Background: an optimization exercise with open tools, aiming at small area. Do not read the settings as production practice. The RTL was checked by simulation tests, not by an equivalence proof against the original design. No driver is modelled on the clock port, so clocking that relies on it looks cheaper here than on a real chip. Power and IR drop assume default switching activity.

## red
==> flow/design.v (excerpt) <==
module cpu_top (
    input  logic                     clk,
    input  logic                     arst_n,
    input  logic [cpu_pkg::XLEN-1:0] mem_rdata,
    output cpu_pkg::mem_req_t        mem_req,
    output logic                     halted
);
Settings: LEC_CHECK=0, CAP_MARGIN=20, CORE_MARGIN=2, CORE_UTILIZATION=70, SETUP_SLACK_MARGIN=0.5, SLEW_MARGIN=20; clock period 14.0 ns.
standard.sh (not shown) runs the stock make flow with config.mk's settings and CLKGATE_MAP_FILE= SYNTH_SCRIPT=/design/flow/synth_recipe.tcl, a recipe that flattens the netlist after the stock synthesis.
==> flow/flow/run.sh <==
#!/bin/bash
# The standard ORFS layout, with three changes:
#  - synthesis maps the logic with an area-only ABC script (flow/abc_area.script,
#    no buffering or upsizing) and without the adder-cell mapping; registers
#    are mapped exactly as in the standard synthesis;
#  - ports are buffered with buf_1 instead of a delay cell;
#  - the clock tree uses small sink clusters and no dummy loads, and after
#    CTS the clock buffers of any flip-flop with a slow clock edge are
#    upsized (flow/post_cts.tcl).
set -euo pipefail
rm -rf scripts_area
cp -r "$FLOW_HOME/scripts" scripts_area
cp flow/abc_area.script scripts_area/abc_area.script
export SCRIPTS_DIR="$PWD/scripts_area"
export ABC_AREA=1
export ADDER_MAP_FILE=
export BUFFER_PORTS_ARGS="-buffer_cell sky130_fd_sc_hd__buf_1"
export CTS_ARGS="-sink_clustering_enable -repair_clock_nets -dont_use_dummy_load -sink_clustering_size 11 -sink_clustering_max_diameter 30 -buf_list {sky130_fd_sc_hd__clkbuf_4}"
export POST_CTS_TCL="$PWD/flow/post_cts.tcl"
bash standard.sh finish > flow_make.log 2>&1
==> flow/flow/abc_area.script <==
strash
&get -n
&deepsyn -T 120
&put
dch -f
&get -n
&nf -R 1000 -p -a
&put
==> flow/flow/post_cts.tcl <==
set limit 0.110
for {set pass 0} {$pass < 4} {incr pass} {
  estimate_parasitics -placement
  set drivers [dict create]
  foreach pin [all_registers -clock_pins] {
    if {[get_property $pin slew_max] > $limit} {
      set net [get_nets -of_objects $pin]
      foreach d [get_pins -of_objects $net -filter "direction == output"] {
        dict set drivers [get_full_name [get_cells -of_objects $d]] 1
      }
    }
  }
  set n 0
  foreach name [dict keys $drivers] {
    set cell [get_cells $name]
    set ref [get_property $cell ref_name]
    set next ""
    if {$ref eq "sky130_fd_sc_hd__clkbuf_1"} { set next sky130_fd_sc_hd__clkbuf_2 }
    if {$ref eq "sky130_fd_sc_hd__clkbuf_2"} { set next sky130_fd_sc_hd__clkbuf_4 }
    if {$ref eq "sky130_fd_sc_hd__clkbuf_4"} { set next sky130_fd_sc_hd__clkbuf_8 }
    if {$ref eq "sky130_fd_sc_hd__clkbuf_8"} { set next sky130_fd_sc_hd__clkbuf_16 }
    if {$next ne ""} { replace_cell $cell $next; incr n }
  }
  puts "post_cts: pass $pass upsized $n clock buffers"
  if {$n == 0} { break }
  detailed_placement
}
estimate_parasitics -placement
set worst 0
foreach pin [all_registers -clock_pins] { set s [get_property $pin slew_max]; if {$s > $worst} { set worst $s } }
puts "post_cts: worst flip-flop clock pin slew [format %.4f $worst] ns"
## Diff of input files: blue against red
diff --git a/flow/design.v b/flow/design.v
--- a/flow/design.v
+++ b/flow/design.v
@@ -34,18 +34,16 @@
     } class_e;
     state_e      state;
     logic [5:0]  cnt;
     class_e      cls;
     logic [31:7] ir;
     logic [31:1][63:0] rf;
     logic [63:0] p_q;
     logic [63:0] w_q;
-    logic [63:0] wn_q;     
-    assign w_q = ~wn_q;
     logic        cy;
     logic        eq;       
     logic [5:0]  shamt;    
     assign eq    = ir[12];
     assign shamt = ir[30:25];
     logic [31:0] nw;
     logic [6:0]  n_op;
     logic [2:0]  n_f3;
@@ -210,17 +208,17 @@
         else if (in_ex1 && is_shift)             w_in = rs1_bit;
         else if (in_ex1 && is_sd && rs2_nz)      w_in = rs2_bit;
         else if (in_ex1 && is_ld)                w_in = 1'b0;
         else if (in_ex2 && is_shift)             w_in = is_sll ? rs2_bit : srl_coarse;
     end
     logic ld_cap;
     assign ld_cap = in_ex2 & is_ld & (cnt == 6'd1);
     always_ff @(posedge clk) begin
-        wn_q <= {~w_in, wn_q[63:1]} & ~({64{ld_cap}} & {mem_rdata[1:0], mem_rdata[63:2]});
+        w_q <= {w_in, w_q[63:1]} | ({64{ld_cap}} & {mem_rdata[1:0], mem_rdata[63:2]});
         p_q <= {p_in, p_q[63:1]};
     end
     logic [3:0] wsel_lo;
     logic [7:0] wsel_hi;
     logic       wbit;
     for (genvar k = 0; k < 4; k++) begin : g_wlo
         assign wsel_lo[k] = in_clear | (wa[1:0] == 2'(k));
     end
@@ -272,10 +270,10 @@
             state <= next_state;
             cnt   <= cnt + 6'd1;
         end
     end
     assign halted        = (state == S_HALT);
     assign mem_req.cs    = (cnt == 6'd0) & (in_fetch | (in_ex2 & (is_ld | is_sd)));
     assign mem_req.we    = in_ex2 & is_sd;
     assign mem_req.addr  = p_q;
-    assign mem_req.wdata = ~(wn_q | {64{~rs2_nz}});
+    assign mem_req.wdata = w_q & {64{rs2_nz}};
 endmodule
[summary]
- Measured against each other, blue and red differ in met2 layer wire length in the routed design, the lower figure coming from blue.
- Compared with red, in blue critical path depth in cells down 2, clock latency at the later pin of the worst-skew pair flat, post-placement cell count up 0.71%.
- The least setup slack across all paths after layout in blue was higher than what red gave.
- red was routed with more vias than blue.
- Fraction of area in clock buffers and inverters (lower): blue
- Relative to red, layout clock buffer count has increased by 1.3% in blue.
- Part of the power in the clock network: higher on red
- Compared blue against red; share of the final layout cell area in sequential cells within noise.
- Run comparison: blue master of the slowest instance on the critical path sky130_fd_sc_hd__or4_1; red master of the slowest instance on the critical path sky130_fd_sc_hd__or3_1
- Number of fill cells for blue: about 6% up relative to red
- blue vs red — met2 usage dropped 6.6 points.
- Switching power shrinks by a few percent when moving from red to blue.

==> what the ideal ports hide <==
In the flow no input, the clock included, has a driving cell. The finished layouts below were timed again as built, in two steps.
Step 1 sets driving cells, clkbuf_16 on the clock port and buf_2 on the other inputs (assumed; they add their load-dependent delay and slew).
Step 2 moves the port delays by t, midway between the first and last clock arrival at a register: inputs arrive t later, outputs are due t later. That takes back most of the time a late clock gives input paths.
Three values: ideal, step 1, step 2; two values: the first two.
| run | t, ns | setup WS [ns] | worst setup path at the end | worst data-port slew with drivers (ns) | cell pins on the clock port's net |
|---|---|---|---|---|---|
| red | 1.057 | 7.948 / 7.891 / 8.516 | register to register | 0.05 | 1 |
| blue | 1.048 | 8.061 / 8.000 / 8.131 | register to register | 0.09 | 1 |
After both steps setup and hold are still met in every run listed.
